Background: an optimization exercise with open tools, aiming at small area and a short achievable clock period. Do not read the settings as production practice. Only simulation tests tie the RTL to the original design; equivalence was not proved. Power is estimated from default activity; no workload was simulated.

==> design.v <==
package sctrl_pkg;
  typedef enum logic [1:0] {
    IDLE = 2'd0,
    FILL = 2'd1,
    FULL = 2'd2
  } ch_state_e;
  localparam int REG_CTRL   = 0;
  localparam int REG_CLEAR  = 1;
  localparam int REG_STATUS = 2;
  localparam int REG_WMARK  = 3;
  localparam int CTRL_EN_BIT   = 0;
  localparam int CTRL_MASK_BIT = 1;
  localparam int CTRL_W        = 2;
  function automatic int ch_width(input int n);
    if (n <= 2) ch_width = 1;
    else ch_width = $clog2(n);
  endfunction
endpackage
module sctrl_channel #(
  parameter int DEPTH  = 64,
  parameter int DATA_W = 32,
  parameter int IDX_W  = $clog2(DEPTH),
  parameter int CNT_W  = IDX_W + 1
) (
  input  logic              clk,
  input  logic              rstn,
  input  logic              wr_ctrl,
  input  logic              wr_clear,
  input  logic              wr_wmark,
  input  logic [DATA_W-1:0] wdata,
  input  logic [DEPTH-1:0]  rd_sel,
  output logic [DATA_W-1:0] rd_data,
  input  logic              sensor_ready,
  input  logic [DATA_W-1:0] sensor_data,
  output logic              sensor_en,
  output logic              irq,
  output logic [sctrl_pkg::CTRL_W-1:0] ctrl,
  output logic [CNT_W-1:0]  count,
  output logic [CNT_W-1:0]  wmark
);
  localparam logic [CNT_W-1:0] DEPTH_C = CNT_W'(DEPTH);
  logic [sctrl_pkg::CTRL_W-1:0] ctrl_q, ctrl_d;
  logic [CNT_W-1:0]  wptr_q, wptr_d;
  logic              sensor_en_q, sensor_en_d;
  logic              irq_q, irq_d;
  logic              capture;
  logic [DEPTH-1:0]  wr_word;
  logic [DEPTH-1:0][DATA_W-1:0] mem;
  logic [CNT_W-1:0] wmark_q, wmark_d;
  always_comb begin
    wmark_d = wmark_q;
    if (wr_wmark) begin
      if (wdata == '0)
        wmark_d = CNT_W'(1);
      else if (wdata > DATA_W'(DEPTH))
        wmark_d = DEPTH_C;
      else
        wmark_d = wdata[CNT_W-1:0];
    end
  end
  always_ff @(posedge clk or negedge rstn) begin
    if (!rstn) wmark_q <= DEPTH_C;
    else       wmark_q <= wmark_d;
  end
  assign wmark = wmark_q;
  always_comb begin
    ctrl_d = ctrl_q;
    if (wr_ctrl)
      ctrl_d = wdata[sctrl_pkg::CTRL_W-1:0];
    capture = sensor_en_q && sensor_ready && !wr_clear;
    wptr_d = wptr_q;
    if (wr_clear)
      wptr_d = '0;
    else if (capture)
      wptr_d = wptr_q + 1'b1;
    sensor_en_d = ctrl_d[sctrl_pkg::CTRL_EN_BIT] && (wptr_d != DEPTH_C);
    irq_d = ctrl_d[sctrl_pkg::CTRL_EN_BIT] && (wptr_d >= wmark_d);
  end
  always_ff @(posedge clk or negedge rstn) begin
    if (!rstn) begin
      ctrl_q      <= '0;
      wptr_q      <= '0;
      sensor_en_q <= 1'b0;
      irq_q       <= 1'b0;
    end else begin
      ctrl_q      <= ctrl_d;
      wptr_q      <= wptr_d;
      sensor_en_q <= sensor_en_d;
      irq_q       <= irq_d;
    end
  end
  always_comb begin
    for (int i = 0; i < DEPTH; i++)
      wr_word[i] = capture && (wptr_q[IDX_W-1:0] == IDX_W'(i));
  end
  for (genvar gi = 0; gi < DEPTH; gi++) begin : gen_word
    always_ff @(posedge clk) begin
      if (wr_word[gi])
        mem[gi] <= sensor_data;
    end
  end
  always_comb begin
    rd_data = '0;
    for (int i = 0; i < DEPTH; i++)
      rd_data = rd_data | ({DATA_W{rd_sel[i]}} & mem[i]);
  end
  assign sensor_en = sensor_en_q;
  assign irq       = irq_q;
  assign ctrl      = ctrl_q;
  assign count     = wptr_q;
endmodule
module sctrl_multi #(
  parameter int NUM_CH  = 2,
  parameter int DEPTH   = 64,
  parameter int DATA_W  = 32,
  localparam int CH_W   = sctrl_pkg::ch_width(NUM_CH),
  localparam int IDX_W  = $clog2(DEPTH),
  localparam int ADDR_W = CH_W + 1 + IDX_W
) (
  input  logic                     clk,
  input  logic                     rstn,
  input  logic                     req,
  input  logic                     we,
  input  logic [ADDR_W-1:0]        addr,
  input  logic [DATA_W-1:0]        wdata,
  output logic [DATA_W-1:0]        rdata,
  output logic                     rvalid,
  input  logic [NUM_CH-1:0]        sensor_ready,
  input  logic [NUM_CH*DATA_W-1:0] sensor_out,
  output logic [NUM_CH-1:0]        sensor_en,
  output logic [NUM_CH-1:0]        ch_irq,
  output logic                     sensor_interrupt
);
  localparam int CNT_W = IDX_W + 1;
  localparam int SLOTS = 1 << CH_W;
  logic [CH_W-1:0]   a_ch;
  logic              a_sel;
  logic [IDX_W-1:0]  a_idx;
  logic              reg_wr;
  logic              rd_req;
  logic [DEPTH-1:0]  idx_hot;
  logic [NUM_CH-1:0] ch_mask;
  logic [sctrl_pkg::CTRL_W-1:0] slot_ctrl  [SLOTS];
  logic [CNT_W-1:0]  slot_count [SLOTS];
  logic [CNT_W-1:0]  slot_wmark [SLOTS];
  logic [DATA_W-1:0] slot_rdata [SLOTS];
  logic              rvalid_q;
  logic [DATA_W-1:0] rdata_q, rdata_d, reg_rdata;
  logic              sensor_interrupt_q;
  assign a_ch   = addr[ADDR_W-1 -: CH_W];
  assign a_sel  = addr[IDX_W];
  assign a_idx  = addr[IDX_W-1:0];
  assign reg_wr = req && we && !a_sel;
  assign rd_req = req && !we;
  always_comb begin
    for (int i = 0; i < DEPTH; i++)
      idx_hot[i] = (a_idx == IDX_W'(i));
  end
  generate
    for (genvar gi = 0; gi < SLOTS; gi++) begin : gen_slot
      if (gi < NUM_CH) begin : gen_ch
        logic hit;
        assign hit = (a_ch == CH_W'(gi));
        sctrl_channel #(
          .DEPTH  (DEPTH),
          .DATA_W (DATA_W)
        ) u_ch (
          .clk          (clk),
          .rstn         (rstn),
          .wr_ctrl      (reg_wr && hit && (a_idx == IDX_W'(sctrl_pkg::REG_CTRL))),
          .wr_clear     (reg_wr && hit && (a_idx == IDX_W'(sctrl_pkg::REG_CLEAR))),
          .wr_wmark     (reg_wr && hit && (a_idx == IDX_W'(sctrl_pkg::REG_WMARK))),
          .wdata        (wdata),
          .rd_sel       (idx_hot & {DEPTH{rd_req && a_sel && hit}}),
          .rd_data      (slot_rdata[gi]),
          .sensor_ready (sensor_ready[gi]),
          .sensor_data  (sensor_out[gi*DATA_W +: DATA_W]),
          .sensor_en    (sensor_en[gi]),
          .irq          (ch_irq[gi]),
          .ctrl         (slot_ctrl[gi]),
          .count        (slot_count[gi]),
          .wmark        (slot_wmark[gi])
        );
        assign ch_mask[gi] = slot_ctrl[gi][sctrl_pkg::CTRL_MASK_BIT];
      end else begin : gen_empty
        assign slot_ctrl[gi]  = '0;
        assign slot_count[gi] = '0;
        assign slot_wmark[gi] = '0;
        assign slot_rdata[gi] = '0;
      end
    end
  endgenerate
  always_comb begin
    reg_rdata = '0;
    if (rd_req && !a_sel) begin
      case (a_idx)
        IDX_W'(sctrl_pkg::REG_CTRL):   reg_rdata[sctrl_pkg::CTRL_W-1:0] = slot_ctrl[a_ch];
        IDX_W'(sctrl_pkg::REG_STATUS): begin
          reg_rdata[CNT_W-1:0] = slot_count[a_ch];
          reg_rdata[DATA_W-1]  = (slot_count[a_ch] == CNT_W'(DEPTH));
        end
        IDX_W'(sctrl_pkg::REG_WMARK):  reg_rdata[CNT_W-1:0] = slot_wmark[a_ch];
        default: ;
      endcase
    end
    rdata_d = reg_rdata;
    for (int c = 0; c < SLOTS; c++)
      rdata_d = rdata_d | slot_rdata[c];
  end
  always_ff @(posedge clk or negedge rstn) begin
    if (!rstn) begin
      rvalid_q           <= 1'b0;
      rdata_q            <= '0;
      sensor_interrupt_q <= 1'b0;
    end else begin
      rvalid_q           <= rd_req;
      rdata_q            <= rdata_d;
      sensor_interrupt_q <= |(ch_irq & ch_mask);
    end
  end
  assign rdata            = rdata_q;
  assign rvalid           = rvalid_q;
  assign sensor_interrupt = sensor_interrupt_q;
endmodule
==> flow/run.sh <==
#!/bin/bash
# The standard layout, with timing repair aimed below the clock period only from CTS on:
# synthesis, floorplan and placement run with the default setup margin, so the
# wire-load-model repair in the floorplan step does not upsize for paths that
# the propagated clock relieves; CTS and global routing then repair to the margin.
set -euo pipefail
MARGIN=$(cat flow/margin.txt)
bash standard.sh synth floorplan place > make_synth_place.log 2>&1
bash standard.sh SETUP_SLACK_MARGIN=$MARGIN finish > make_cts_route_finish.log 2>&1
==> flow/margin.txt <==
2.0
==> standard.sh <==
#!/bin/bash
# synth_recipe.tcl (not shown) runs the flow's synth.tcl, then flattens the netlist and writes it again
# the make line also repeats each setting of config.mk as NAME=value (left out here)
make -C /OpenROAD-flow-scripts/flow DESIGN_CONFIG=/design/flow/config.mk WORK_HOME=/design/flow/orfs CLKGATE_MAP_FILE= SYNTH_SCRIPT=/design/flow/synth_recipe.tcl "${@:-finish}"
==> config.mk <==
export PLATFORM = sky130hd
export DESIGN_NAME = sctrl_multi
export DESIGN_NICKNAME = sctrl_multi
export VERILOG_FILES = /design/flow/design.v
export SDC_FILE = /design/flow/constraint.sdc
export NUM_CORES = 4
export LEC_CHECK = 0
export CAP_MARGIN = 20
export CORE_MARGIN = 2
export CORE_UTILIZATION = 65
export CTS_CLUSTER_DIAMETER = 100
export CTS_CLUSTER_SIZE = 30
export PLACE_DENSITY = 0.75
export SLEW_MARGIN = 20
==> constraint.sdc <==
create_clock -name core_clock -period 5.0 [get_ports {clk}]
set_input_delay 1.0000 -clock core_clock [delete_from_list [all_inputs] [get_ports {clk}]]
set_output_delay 1.0000 -clock core_clock [all_outputs]
set_load 0.01 [all_outputs]
==> results of run 1 <==
timing repair:
action | 4_1_cts
gates resized for setup | 424
endpoints found under the setup margin | 4094
pin swaps | 156
cloned | 16
buffers inserted | 259
worst min path at each step:
stage	startpoint	endpoint	cells past startpoint	slack, ns
4_1_cts	rstn	gen_slot[0].gen_ch.u_ch.wptr_q[4]$_DFF_PN0_	1	0.09
2_1_floorplan	gen_slot[0].gen_ch.u_ch.mem[276]$_DFFE_PP_	rdata_q[20]$_DFF_PN0_	2	0.46
3_3_place_gp	gen_slot[0].gen_ch.u_ch.mem[276]$_DFFE_PP_	rdata_q[20]$_DFF_PN0_	2	0.50
3_5_place_dp	gen_slot[0].gen_ch.u_ch.mem[276]$_DFFE_PP_	rdata_q[20]$_DFF_PN0_	2	0.50
Yosys cell counts (all sizes together) (29+ instances only):
| library cell | n | area (sq um) |
|---|---|---|
| nand3 | 134 | 671 |
| a21oi | 109 | 546 |
| a221oi | 130 | 1140 |
| nor3 | 185 | 1030 |
| nand4 | 199 | 1250 |
| a22oi | 1321 | 9920 |
| clkbuf | 316 | 1190 |
| a22o | 262 | 2290 |
| nor2b | 29 | 181 |
| mux2 | 39 | 439 |
| edfxtp | 4096 | 123000 |
| or4 | 29 | 218 |
| o21ai | 70 | 350 |
| o22ai | 160 | 1000 |
| buf | 227 | 1130 |
| a222oi | 123 | 1230 |
| nand2 | 255 | 957 |
| nor4 | 99 | 619 |
| mux2i | 38 | 380 |
| nor2 | 237 | 890 |
| dfrtp | 68 | 1700 |
power by group through the flow:
stage	logic, mW	clock network (mW)	registers [mW]
CTS	2.51	16.6	38.4
detailed placement	2.31	0	39.2
global placement	2.28	0	39.2
floorplan	0.585	0	39.2
logic make-up after synthesis:
family                     Yosys count
adders and majority gates           23
xor gates and xnor gates            13
buffers and inverters              566
muxes                               79
DFF                               4166
and+or+nand+nor                   1308
AOI/OAI and AO/OA                 2393
==> results.json, run 1 <==
{
  "outcome": "stopped before the end",
  "haltStage": "5_1_grt",
  "error": "[ERROR GRT-0183] Net clknet_leaf_49_clk: the 3D maze router ran out of legal paths (heap underflow) - the net is boxed in by local congestion or blockages.",
  "ys_seq_elements": 4166,
  "pre_cts_slack_ns": -0.280,
  "ys.warnings.count": 6,
  "die_height_um": 490,
  "rows": 178,
  "synthArstFlopShare_pct": 1.68,
  "htreeDepth": 4,
  "cts_buffers": 161,
  "place_inst": 12500,
  "clock-sinks": 4166,
  "die-width_um": 490,
  "postCtsHoldBufs": 0,
  "yosys.area_share.simple_pct": 4.55,
  "synthFlopType": "edfxtp_1",
  "grt_max_degree": 65,
  "avgSynthCellArea_sq_um": 18.0,
  "synth-xor-area-share_pct": 0.0741,
  "synthMuxAreaShare_pct": 0.562,
  "syn_area_sq_um": 154000,
  "start_util_pct": 65.4,
  "seq_area_frac_synth_pct": 81.1,
  "cts_root_buf": "clkbuf_16",
  "syn_inst": 8548,
  "ios": 148,
  "synthDistinctLibCells": 80,
  "dpl_cell_area_sq_um": 172000,
  "hpwlAfterDp_um": 598000,
  "clock_path_buffers": 3,
  "synth-edff-count": 4096,
  "gp_congestion": 1.18,
  "synth_compound_area_share_pct": 11.9,
  "synth_fp_nets": 8680,
  "synth_top_family_by_area": "compound AO/OA/AOI/OAI gates",
  "synth_fa_ha_area_share_pct": 0.186,
  "io_buffers": 147
}
==> inputs of run 2 (changes only) <==
==> run.sh (new file) <==
#!/bin/bash
# synth_recipe.tcl (not shown) runs the flow's synth.tcl, then flattens the netlist and writes it again
# the make line also repeats each setting of config.mk as NAME=value (left out here)
make -C /OpenROAD-flow-scripts/flow DESIGN_CONFIG=/design/flow/config.mk WORK_HOME=/design/flow/orfs CLKGATE_MAP_FILE= SYNTH_SCRIPT=/design/flow/synth_recipe.tcl finish
--- a/config.mk
+++ b/config.mk
@@ -8,7 +8,6 @@
 export CAP_MARGIN = 20
 export CORE_MARGIN = 2
 export CORE_UTILIZATION = 65
-export CTS_CLUSTER_DIAMETER = 100
-export CTS_CLUSTER_SIZE = 30
 export PLACE_DENSITY = 0.75
+export SETUP_SLACK_MARGIN = 2.6
 export SLEW_MARGIN = 20
removed: flow/run.sh
removed: flow/margin.txt
removed: standard.sh
==> results.json, run 2 <==
{
  "synth_most_common_cell": "edfxtp_1",
  "syn_inst": 8548,
  "die-width_um": 490,
  "grt_first_pass_wirelength_um": 1620000,
  "ios": 148,
  "yosysTopAreaCellShare_pct": 80.0,
  "die_height_um": 490,
  "io_buffers": 147,
  "htreeDepth": 5,
  "grt.total_usage_pct": 102,
  "synth_fp_nets": 8680,
  "overflow": 10900,
  "pre_cts_slack_ns": -0.339,
  "haltStage": "5_1_grt",
  "grt_max_degree": 65,
  "synthDistinctLibCells": 80,
  "ys_top_cells_by_area": "edfxtp_1 (80%), a22oi_1 (6.5%), a22o_1 (1.5%)",
  "cts_root_buf": "clkbuf_16",
  "seq_area_frac_synth_pct": 81.1,
  "ys_seq_elements": 4166,
  "outcome": "stopped before the end",
  "gp_congestion": 1.13,
  "clock_path_buffers": 4,
  "cts_buffers": 407,
  "grt_pass1_vias": 150000,
  "rows": 178,
  "start_util_pct": 65.4,
  "synth_largest_area_cell": "edfxtp_1",
  "synth-edff-count": 4096,
  "avgSynthCellArea_sq_um": 18.0,
  "clock-sinks": 4166,
  "place_inst": 12400,
  "error": "[ERROR GRT-0116] Global routing finished with congestion. Check the congestion regions in the DRC Viewer.",
  "hpwlAfterDp_um": 573000,
  "synthFlopType": "edfxtp_1",
  "synthTopCellsByCount": "edfxtp_1 (4096), a22oi_1 (1321), clkbuf_1 (316), a22o_1 (262), nand2_1 (255)",
  "syn_area_sq_um": 154000,
  "ys.warnings.count": 6,
  "synthArstFlopShare_pct": 1.68
}
## run 2: cell counts after synthesis
No cell type changed its count.
## run 2: kinds of logic after synthesis
group	share of synthesized area (%)
flip-flops	81.1
AO/OA/AOI/OAI	11.9
AND/OR/NAND/NOR	4.55
buffers and inverters	1.56
multiplexers	0.562
adder cells (fa/ha/maj)	0.186
XOR/XNOR	0.0741
## run 2: how the worst max path moves through the flow
stage	from	end
after floorplan	addr[0]	gen_slot[1].gen_ch.u_ch.irq_q$_DFF_PN0_
after global placement	addr[7]	rdata_q[23]$_DFF_PN0_
after detailed placement	addr[7]	rdata_q[23]$_DFF_PN0_
after CTS	addr[1]	rdata_q[18]$_DFF_PN0_
## run 2: what timing repair did
action / CTS
pin swaps: 300
endpoints found under the setup margin: 4176
resized for setup: 1546
hold buffers: 0
cloned: 239
setup buffers: 777
## run 2: metrics by stage
step / total power, mW / cell area, sq um / util, %
after CTS: 71.1 / 205000 / 87.3
after detailed placement: 41.5 / 171000 / 72.7
after floorplan: 39.8 / 156000 / -
after global placement: 41.5 / 171000 / 72.6
## run 2: layer usage
metal / overflow / GRT usage, %
met3: 1561 / 98.5
met1: 1863 / 100
met4: 2412 / 102
met2: 4901 / 107
met5: 168 / 89.9
## run 2: power by group through the flow
stage / Combinational (mW) / Clock [mW] / Sequential [mW]
4_1_cts: 2.72 / 29.9 / 38.4
2_1_floorplan: 0.654 / 0 / 39.2
3_5_place_dp: 2.32 / 0 / 39.2
3_3_place_gp: 2.29 / 0 / 39.2
